Context: an optimization exercise on an open-source flow, tuned for small area, a short achievable clock period and few clock cycles per item. The choices shown serve that exercise and are no tape-out recipe.
In this exercise RTL edits were held to simulation tests only and were not proved equivalent to the original.
Power and IR drop assume default switching activity.

[flow/design.v]
package bslp_pkg;
	localparam int unsigned BSLP_MAX_DET = 32;
	localparam logic [1:0] CMD_CLEAR = 2'd0;
	localparam logic [1:0] CMD_ADD   = 2'd1;
	localparam logic [1:0] CMD_QUERY = 2'd2;
	localparam logic [1:0] STAT_OK       = 2'd0;
	localparam logic [1:0] STAT_LOW_CONF = 2'd1;
	localparam logic [1:0] STAT_FULL     = 2'd2;
	localparam logic [1:0] CFG_MIN_CONF = 2'd0;
	localparam logic [1:0] CFG_IMG_W    = 2'd1;
	localparam logic [1:0] CFG_IMG_H    = 2'd2;
	localparam logic [12:0] IMG_W_RST = 13'd640;
	localparam logic [12:0] IMG_H_RST = 13'd480;
endpackage
module bslp_dp #(
	parameter int unsigned MAX_DETECTIONS = bslp_pkg::BSLP_MAX_DET
) (
	input  logic         clk,
	input  logic         arst_n,
	input  logic         s_fire,
	input  logic [1:0]   s_tuser,
	input  logic [103:0] s_tdata,
	input  logic         cfg_valid,
	input  logic [1:0]   cfg_index,
	input  logic [15:0]  cfg_data,
	output logic         r_v,
	output logic [28:0]  r_d
);
	localparam int unsigned N = MAX_DETECTIONS;
	function automatic logic gt_u16(input logic [15:0] a, input logic [15:0] b);
		logic [15:0] g, l;    
		g = a & ~b;
		l = ~a & b;
		for (int w = 1; w < 16; w = w * 2) begin
			for (int k = 0; k < 16; k = k + 2 * w) begin
				g[k] = g[k+w] | (~l[k+w] & g[k]);
				l[k] = l[k+w] | (~g[k+w] & l[k]);
			end
		end
		gt_u16 = g[0];
	endfunction
	function automatic logic le_u12(input logic [11:0] a, input logic [11:0] b);
		le_u12 = !gt_u16({4'd0, a}, {4'd0, b});
	endfunction
	logic [12:0] in_x, in_y;
	logic [11:0] in_w, in_h;
	logic [9:0]  in_cls;
	logic [15:0] in_conf;
	logic [11:0] in_px, in_py;
	assign in_x    = s_tdata[12:0];
	assign in_y    = s_tdata[25:13];
	assign in_w    = s_tdata[37:26];
	assign in_h    = s_tdata[49:38];
	assign in_cls  = s_tdata[59:50];
	assign in_conf = s_tdata[75:60];
	assign in_px   = s_tdata[87:76];
	assign in_py   = s_tdata[99:88];
	logic [15:0] min_conf_q;
	logic [12:0] img_w_q, img_h_q;
	always_ff @(posedge clk or negedge arst_n) begin
		if (!arst_n) begin
			min_conf_q <= '0;
			img_w_q    <= bslp_pkg::IMG_W_RST;
			img_h_q    <= bslp_pkg::IMG_H_RST;
		end else if (cfg_valid) begin
			case (cfg_index)
				bslp_pkg::CFG_MIN_CONF: min_conf_q <= cfg_data;
				bslp_pkg::CFG_IMG_W:    img_w_q    <= cfg_data[12:0];
				bslp_pkg::CFG_IMG_H:    img_h_q    <= cfg_data[12:0];
				default: ;
			endcase
		end
	end
	logic       is_clr, is_add, is_qry;
	logic       low_conf, full, add_ok;
	logic [5:0] count_q;
	assign is_clr   = s_fire && (s_tuser == bslp_pkg::CMD_CLEAR);
	assign is_add   = s_fire && (s_tuser == bslp_pkg::CMD_ADD);
	assign is_qry   = (s_tuser == bslp_pkg::CMD_QUERY);
	assign low_conf = (in_conf < min_conf_q);
	assign full     = count_q[5];
	assign add_ok   = is_add && !low_conf && !full;
	always_ff @(posedge clk or negedge arst_n) begin
		if (!arst_n) begin
			count_q <= '0;
		end else if (is_clr) begin
			count_q <= '0;
		end else if (add_ok) begin
			count_q <= count_q + 6'd1;
		end
	end
	logic [13:0] x_last, y_last;    
	logic [11:0]        nx_lo, nx_hi, ny_lo, ny_hi;
	logic               n_live;
	assign x_last = {in_x[12], in_x} + {2'b00, in_w} - 14'd1;
	assign y_last = {in_y[12], in_y} + {2'b00, in_h} - 14'd1;
	assign nx_lo  = in_x[12] ? 12'd0 : in_x[11:0];
	assign ny_lo  = in_y[12] ? 12'd0 : in_y[11:0];
	assign nx_hi  = (!x_last[13] && x_last[12]) ? 12'hFFF : x_last[11:0];
	assign ny_hi  = (!y_last[13] && y_last[12]) ? 12'hFFF : y_last[11:0];
	assign n_live = (in_w != 12'd0) && !x_last[13] && (in_h != 12'd0) && !y_last[13]
	             && (in_conf != 16'd0) && !low_conf;
	logic q_ok;
	assign q_ok = is_qry && ({1'b0, in_px} < img_w_q) && ({1'b0, in_py} < img_h_q);
	localparam int unsigned GS = 8;         
	localparam int unsigned NG = N / GS;    
	logic [N*16-1:0] conf_all;
	logic [N*10-1:0] cls_all;
	logic [N*GS-1:0] beats;      
	logic [N-1:0]    hit;
	logic [N-1:0]    gwin_d;
	for (genvar i = 0; i < N; i++) begin : gen_e
		localparam int unsigned B = (i / GS) * GS;    
		logic [11:0] x_lo_q, x_hi_q, y_lo_q, y_hi_q;
		logic [9:0]  cls_q;
		logic [15:0] conf_q;
		logic        live_q;
		logic        we;
		assign we = is_add && !full && (count_q[4:0] == 5'(i));
		always_ff @(posedge clk) begin
			if (we) begin
				x_lo_q <= nx_lo;
				x_hi_q <= nx_hi;
				y_lo_q <= ny_lo;
				y_hi_q <= ny_hi;
				cls_q  <= in_cls;
				conf_q <= in_conf;
			end
		end
		always_ff @(posedge clk or negedge arst_n) begin
			if (!arst_n) begin
				live_q <= 1'b0;
			end else if (is_clr) begin
				live_q <= 1'b0;
			end else if (we) begin
				live_q <= n_live;
			end
		end
		assign conf_all[i*16 +: 16] = conf_q;
		assign cls_all[i*10 +: 10]  = cls_q;
		assign hit[i] = q_ok && live_q
		             && le_u12(x_lo_q, in_px) && le_u12(in_px, x_hi_q)
		             && le_u12(y_lo_q, in_py) && le_u12(in_py, y_hi_q);
		if (i > B) begin : gen_row
			logic [i-B-1:0] gt_q;    
			always_ff @(posedge clk) begin
				if (we) begin
					for (int j = B; j < i; j++) begin
						gt_q[j-B] <= gt_u16(in_conf, conf_all[j*16 +: 16]);
					end
				end
			end
			for (genvar j = B; j < i; j++) begin : gen_pair
				assign beats[i*GS+(j-B)] = gt_q[j-B];
				assign beats[j*GS+(i-B)] = !gt_q[j-B];
			end
		end
		assign beats[i*GS+(i-B)] = 1'b1;
		assign gwin_d[i] = hit[i] && &(~hit[B +: GS] | beats[i*GS +: GS]);
	end
	logic [NG*16-1:0] g_conf_d, g_conf;
	logic [NG*10-1:0] g_cls_d, g_cls;
	logic [NG-1:0]    g_any_d, g_any;
	always_comb begin
		g_conf_d = '0;
		g_cls_d  = '0;
		for (int i = 0; i < N; i++) begin
			g_conf_d[(i/GS)*16 +: 16] = g_conf_d[(i/GS)*16 +: 16] | (conf_all[i*16 +: 16] & {16{gwin_d[i]}});
			g_cls_d[(i/GS)*10 +: 10]  = g_cls_d[(i/GS)*10 +: 10]  | (cls_all[i*10 +: 10]  & {10{gwin_d[i]}});
		end
		for (int g = 0; g < NG; g++) begin
			g_any_d[g] = |gwin_d[g*GS +: GS];
		end
	end
	logic [1:0] status_q;
	logic       v_q;
	always_ff @(posedge clk or negedge arst_n) begin
		if (!arst_n) begin
			v_q <= 1'b0;
		end else begin
			v_q <= s_fire;
		end
	end
	always_ff @(posedge clk) begin
		g_conf <= g_conf_d;
		g_cls  <= g_cls_d;
		g_any  <= g_any_d;
		if (!is_add) begin
			status_q <= bslp_pkg::STAT_OK;
		end else if (low_conf) begin
			status_q <= bslp_pkg::STAT_LOW_CONF;
		end else if (full) begin
			status_q <= bslp_pkg::STAT_FULL;
		end else begin
			status_q <= bslp_pkg::STAT_OK;
		end
	end
	logic [NG-1:0] g_win;
	logic [15:0]   sel_conf;
	logic [9:0]    sel_cls;
	logic          any_hit;
	for (genvar g = 0; g < NG; g++) begin : gen_g
		logic [NG-1:0] ok;
		for (genvar o = 0; o < NG; o++) begin : gen_o
			if (o < g) begin : gen_lt
				assign ok[o] = gt_u16(g_conf[g*16 +: 16], g_conf[o*16 +: 16]);
			end else if (o > g) begin : gen_gt
				assign ok[o] = !gt_u16(g_conf[o*16 +: 16], g_conf[g*16 +: 16]);
			end else begin : gen_eq
				assign ok[o] = 1'b1;
			end
		end
		assign g_win[g] = &ok;
	end
	always_comb begin
		sel_conf = '0;
		sel_cls  = '0;
		for (int g = 0; g < NG; g++) begin
			sel_conf = sel_conf | (g_conf[g*16 +: 16] & {16{g_win[g]}});
			sel_cls  = sel_cls  | (g_cls[g*10 +: 10]  & {10{g_win[g]}});
		end
	end
	assign any_hit = |g_any;
	assign r_v = v_q;
	assign r_d = {status_q, sel_conf, any_hit ? {1'b0, sel_cls} : 11'h7FF};
endmodule
module bslp_ctrl (
	input  logic        clk,
	input  logic        arst_n,
	input  logic        s_tvalid,
	output logic        s_tready,
	output logic        s_fire,
	input  logic        r_v,        
	input  logic [28:0] r_d,        
	output logic        m_tvalid,
	input  logic        m_tready,
	output logic [31:0] m_tdata,
	output logic [1:0]  m_tuser
);
	logic        rdy_q, vld_q;
	logic [1:0]  n_q, n_after, n_nxt;
	logic [28:0] s0_q, s1_q, s2_q;
	logic        deliver;
	assign s_tready = rdy_q;
	assign s_fire   = s_tvalid && rdy_q;
	assign deliver  = vld_q && m_tready;
	assign n_after  = n_q - {1'b0, deliver};
	assign n_nxt    = n_after + {1'b0, r_v};
	always_ff @(posedge clk or negedge arst_n) begin
		if (!arst_n) begin
			rdy_q <= 1'b1;
			vld_q <= 1'b0;
			n_q   <= '0;
		end else begin
			n_q   <= n_nxt;
			vld_q <= (n_nxt != 2'd0);
			rdy_q <= ({1'b0, n_nxt} + {2'b00, s_fire}) <= 3'd2;
		end
	end
	always_ff @(posedge clk) begin
		if (deliver) begin
			s0_q <= (n_q >= 2'd2) ? s1_q : r_d;
			s1_q <= (n_q == 2'd3) ? s2_q : r_d;
			s2_q <= r_d;
		end else begin
			if (n_q == 2'd0) s0_q <= r_d;
			if (n_q <= 2'd1) s1_q <= r_d;
			if (n_q <= 2'd2) s2_q <= r_d;
		end
	end
	assign m_tvalid = vld_q;
	assign m_tuser  = s0_q[28:27];
	assign m_tdata  = {5'b0, s0_q[26:0]};
endmodule
module box_semantic_label_painter_core #(
	parameter int unsigned MAX_DETECTIONS = bslp_pkg::BSLP_MAX_DET
) (
	input  logic         clk,
	input  logic         arst_n,
	input  logic         s_tvalid,
	output logic         s_tready,
	input  logic [103:0] s_tdata,
	input  logic [1:0]   s_tuser,
	output logic         m_tvalid,
	input  logic         m_tready,
	output logic [31:0]  m_tdata,
	output logic [1:0]   m_tuser,
	input  logic         cfg_valid,
	output logic         cfg_ready,
	input  logic [1:0]   cfg_index,
	input  logic [15:0]  cfg_data
);
	logic        s_fire;
	logic        r_v;
	logic [28:0] r_d;
	assign cfg_ready = 1'b1;
	bslp_ctrl u_ctrl (
		.clk      (clk),
		.arst_n   (arst_n),
		.s_tvalid (s_tvalid),
		.s_tready (s_tready),
		.s_fire   (s_fire),
		.r_v      (r_v),
		.r_d      (r_d),
		.m_tvalid (m_tvalid),
		.m_tready (m_tready),
		.m_tdata  (m_tdata),
		.m_tuser  (m_tuser)
	);
	bslp_dp #(
		.MAX_DETECTIONS (MAX_DETECTIONS)
	) u_dp (
		.clk       (clk),
		.arst_n    (arst_n),
		.s_fire    (s_fire),
		.s_tuser   (s_tuser),
		.s_tdata   (s_tdata),
		.cfg_valid (cfg_valid),
		.cfg_index (cfg_index),
		.cfg_data  (cfg_data),
		.r_v       (r_v),
		.r_d       (r_d)
	);
endmodule
[flow/constraint.sdc]
create_clock -name core_clock -period 5.0 [get_ports {clk}]
set_input_delay 1.0000 -clock core_clock [delete_from_list [all_inputs] [get_ports {clk}]]
set_output_delay 1.0000 -clock core_clock [all_outputs]
set_load 0.01 [all_outputs]
[flow/config.mk]
export PLATFORM = sky130hd
export DESIGN_NAME = box_semantic_label_painter_core
export DESIGN_NICKNAME = box_semantic_label_painter_core
export VERILOG_FILES = /design/flow/design.v
export SDC_FILE = /design/flow/constraint.sdc
export NUM_CORES = 4
export LEC_CHECK = 0
export ABC_AREA = 1
export CAP_MARGIN = 20
export CORE_MARGIN = 2
export CORE_UTILIZATION = 40
export SETUP_SLACK_MARGIN = 2.3
export SLEW_MARGIN = 20
[flow/run.sh]
#!/bin/bash
# synth_recipe.tcl (not shown) runs the flow's synth.tcl, then flattens the netlist and writes it again
# the make line also repeats each setting of config.mk as NAME=value (left out here)
make -C /OpenROAD-flow-scripts/flow DESIGN_CONFIG=/design/flow/config.mk WORK_HOME=/design/flow/orfs CLKGATE_MAP_FILE= SYNTH_SCRIPT=/design/flow/synth_recipe.tcl finish
==> results.json <==
{
  "io_pins": 166,
  "overflow": 0,
  "end_kind": "flip-flop",
  "finalWorstPathRequiredPeriod_ns": 3.41,
  "critical_path.startpoint_type": "flip-flop",
  "die_area_um2": 351000,
  "timing.setup.critical_path_class": "flip-flop to flip-flop",
  "register_area_um2": 81500,
  "path_delay_family": "simple AND/OR/NAND/NOR gates",
  "setup_viol_count_final": 0,
  "place.detailed.hpwl_um": 328000,
  "clock_latency_late_sink_ns": 0.97,
  "post_synth.cell_area_avg_um2": 8.92,
  "grt_start_max_net_pins": 82,
  "cp_slowest_cell": "dfstp_2",
  "final_core_util": 0.507,
  "ys_seq_area_frac": 0.587,
  "firstDrtPassIters": 8,
  "finish.net_count": 16869,
  "synth-seq-cells": 2762,
  "synth_ff_type": "edfxtp_1",
  "clockRootBuffer": "clkbuf_16",
  "timing.final.crit_share": 0.681,
  "timing.critical_path.buf_inv": 9,
  "rel_slew_slack": 0.143,
  "cts_buffers": 308,
  "place_congestion": 0.933,
  "core_um2": 346000,
  "timing.critical_path.fanout_max": 27,
  "status": "finished clean",
  "floorplan.initialDensity": 0.401,
  "cts.hold.buffers_added": 0,
  "clockBufferDepth": 4,
  "tritoncts_clock_tree": "built",
  "die_width_um": 593,
  "std_cell_rows": 216,
  "crit-reg2reg-launch": "u_dp.img_w_q[7]",
  "number_of_flops_mapped_to_enable_cells_by_yosys": 2567,
  "power_density_cells_nw_per_um2": 336,
  "final_area_um2": 175000,
  "timing.critical_path.slowest_cell_delay_ns": 0.54,
  "n_fill_cell": 30243,
  "cts_sinks": 2762,
  "ys.warnings.count": 2,
  "grt.total_usage": 0.285,
  "max_cap_violations": 0,
  "via_per_instance_ratio": 5.61,
  "worstMarginPinSlew_ns": 1.28,
  "worst_clk_skew_ns": 0.0827,
  "post_synth_instance_area_um2": 139000,
  "finalMaxSlewViolations": 0,
  "worstSetupStartpoint": "u_dp.img_w_q[7]",
  "power.leakage_uw": 0.0722,
  "rsz0062_at_grt": "true",
  "power.ir.vdd_worst_mv": 0.347,
  "chipHeight_um": 593,
  "synth-async-reset-ratio": 0.0308,
  "dr_total_vias": 120566,
  "synthCells": 15549,
  "route.detailed.wl_per_inst_um": 25.5,
  "hold_path_class": "input pin to async pin",
  "placed_area_um2": 151000,
  "routed_wl_um": 548000,
  "drc_violations": 0,
  "share_of_post_route_cells_with_drive_strength_above_1": 0.176,
  "antenna_found_initial": 43,
  "place.port_buffers": 155,
  "first_global_vias": 107381,
  "critical_path_required_ns": 5.78,
  "cp.arrival_ns": 4.19,
  "achievable-frequency_ghz": 0.294,
  "cts_max_level": 5,
  "place.detailed.instances": 20328,
  "fin_hold_ws_ns": 0.151,
  "layout.cells.non_filler": 21496,
  "area_growth_pct": 26.4,
  "route.antenna.remaining_nets": 0,
  "multiInputGateArea_um2": 54100,
  "global_route_wire_length_before_repair_um": 729000,
  "detailedRoute.firstIterationViolations": 15954,
  "clk_pin_slew_worst_paths_ns": 0.06,
  "cp_common_cell": "nand2_2",
  "endpoints_failing_hold": 0,
  "synth.distinct_cells": 61
}
through the flow:
step / power, µW / worst slack [ns] / TNS [ns]
floorplan: 30300 / 1.45 / 0
global placement: 33600 / -0.0739 / -0.866
detailed placement: 33700 / 0.0267 / 0
CTS: 58000 / 1.72 / 0
global route: 60200 / 1.44 / 0
finish: 58800 / 1.59 / 0
worst paths after layout:
| path | end | slack (ns) | depth (start not counted) |
|---|---|---|---|
| worst min register to register | u_ctrl.s2_q[28] | 0.44 | 0 |
| max in group asynchronous | u_dp.v_q | 3.54 | 2 |
| min in group core_clock | u_dp.gen_e[23].conf_q[3] | 0.42 | 1 |
| worst max register to register | u_dp.g_conf[51] | 1.59 | 25 |
| worst max-delay path | u_dp.g_conf[51] | 1.59 | 25 |
| worst min-delay path | u_dp.gen_e[11].live_q | 0.15 | 1 |
metal layers:
metal | track usage | vias to the layer above | share of wire
met5 | 0 | - | 0.00025
met4 | 0.156 | 22 | 0.071
met3 | 0.0552 | 1497 | 0.12
met2 | 0.443 | 6936 | 0.43
met1 | 0.375 | 57414 | 0.38
li1 | - | 54697 | -
kinds of logic (layout without fill, tap and decap cells):
logic type      Yosys count  after routing  synth area share
simple gates           8452           8489             0.253
flops                  2762           2762             0.587
buf+inv                2131           3435            0.0640
compound gates         2086           2086            0.0858
fa+ha+maj                98             98           0.00895
xor+xnor                 18             18           0.00114
other cells               2             30         0.0000542
synthesized netlist by cell type, types with 89 or more instances:
master | instances | area, µm²
a21oi_1 | 560 | 2800
a31oi_1 | 111 | 694
buf_2 | 295 | 1480
buf_4 | 89 | 668
clkbuf_1 | 191 | 717
dfxtp_1 | 110 | 2200
edfxtp_1 | 2567 | 77100
ha_1 | 96 | 1200
inv_1 | 1463 | 5490
nand2_1 | 4551 | 17100
nand3_1 | 1433 | 7170
nand4_1 | 198 | 1240
nor2_1 | 1928 | 7240
o21a_1 | 115 | 863
o21ai_0 | 822 | 4110
o22ai_1 | 153 | 957
placed cells by master, fill, tap and decap left out, types with 70 or more instances in the layout:
cell type | netlist | layout
a21oi_1 | 560 | 536
a31oi_1 | 111 | 109
buf_12 | 0 | 330
buf_16 | 0 | 88
buf_4 | 89 | 565
buf_6 | 22 | 149
clkbuf_1 | 191 | 83
clkbuf_16 | 0 | 384
dfrtp_1 | 78 | 78
dfxtp_1 | 110 | 70
edfxtp_1 | 2567 | 2567
inv_1 | 1463 | 1385
nand2_1 | 4551 | 4286
nand2_2 | 0 | 196
nand3_1 | 1433 | 1198
nand3_2 | 0 | 193
nand4_1 | 198 | 198
nor2_1 | 1928 | 1737
nor2_2 | 44 | 134
nor2_4 | 44 | 152
o21a_1 | 115 | 115
o21ai_0 | 822 | 717
o21ai_1 | 47 | 93
o22ai_1 | 153 | 153
or2_2 | 84 | 76
worst register-to-register path, stage by stage, from the launching register on:
cell and delay [ns]:
dfstp_2 0.54, inv_2 0.05, ha_4 0.20, nand2_2 0.05, inv_2 0.04, nand2_2 0.05, nand2_2 0.06, a21oi_4 0.18
nand3_4 0.15, nor2_4 0.17, buf_12 0.14, buf_16 0.14, buf_12 0.13, nand2_4 0.05, nor2_4 0.18, buf_6 0.14
buf_6 0.09, buf_4 0.10, nand4_1 0.07, nand2_1 0.09, nor2_2 0.06, buf_12 0.16, nand3_1 0.17, nand2_2 0.05
nor2_2 0.14, nand2_1 0.08
sequential cells by signal (all words and copies together), names as in the netlist, 16 cells and up:
| register | flops |
|---|---|
| u_ctrl.s0_q | 29 |
| u_ctrl.s2_q | 29 |
| u_dp.gen_e.live_q | 32 |
| u_dp.gen_e.y_lo_q | 384 |
| u_dp.g_cls | 40 |
| u_dp.gen_e.y_hi_q | 384 |
| u_dp.gen_e.gen_row.gt_q | 112 |
| u_ctrl.s1_q | 29 |
| u_dp.gen_e.cls_q | 320 |
| u_dp.min_conf_q | 16 |
| u_dp.gen_e.x_lo_q | 384 |
| u_dp.gen_e.x_hi_q | 384 |
| u_dp.g_conf | 64 |
| u_dp.gen_e.conf_q | 512 |
power breakdown:
group          switching [µW]  internal, µW
Sequential                235         26400
Clock                    9760         12600
Combinational            6250          3530
area by class of cell:
| cell class | instances | area share |
|---|---|---|
| Antenna cell | 24 | 0.000343 |
| Clock buffer | 419 | 0.0484 |
| Clock inverter | 143 | 0.00705 |
| Inverter | 1509 | 0.0336 |
| Multi-Input combinational cell | 10697 | 0.309 |
| Sequential cell | 2762 | 0.465 |
| Tap cell | 4578 | 0.0327 |
| Timing Repair Buffer | 1363 | 0.104 |
| Timing Repair inverter | 1 | 0.000114 |
what timing repair did:
action                                   CTS  global route
setup buffers                            267           125
gates cloned                              99            91
endpoints found under the setup margin  2602          2254
hold endpoints to repair                   0             0
pin swaps                                299           422
gates resized for setup                 1064           885
Testbench counts, summed over its fixed seeds: cycles 2,251, transactions 2,235.

==> static timing again, ports no longer ideal <==
No port has a modelled driver above. Below, the same layout with a new extraction and two added sets of constraints. Step 1 sets driving cells, clkbuf_16 on the clock port and buf_2 on the other inputs (assumed; they add their load-dependent delay and slew). Step 2 adds t to the input delays and takes it off the output delays; t is the mean of the earliest and latest rising clock arrival at the registers after step 1. Input paths then give back, and output paths get back, about the clock's delay inside the block. Three values: ideal ports, drivers, drivers and shift; two values: the first two.
t, ns: 1.043
setup slack, ns: 1.594 / 1.537 / 0.494
hold slack, ns: 0.151 / 0.068 / 0.441
clock arrival spread, ns: 0.088 / 0.088
After both steps this run still meets setup and hold. For this run, drivers alone change the setup slack by -0.057 ns; drivers and shift together by -1.100 ns.
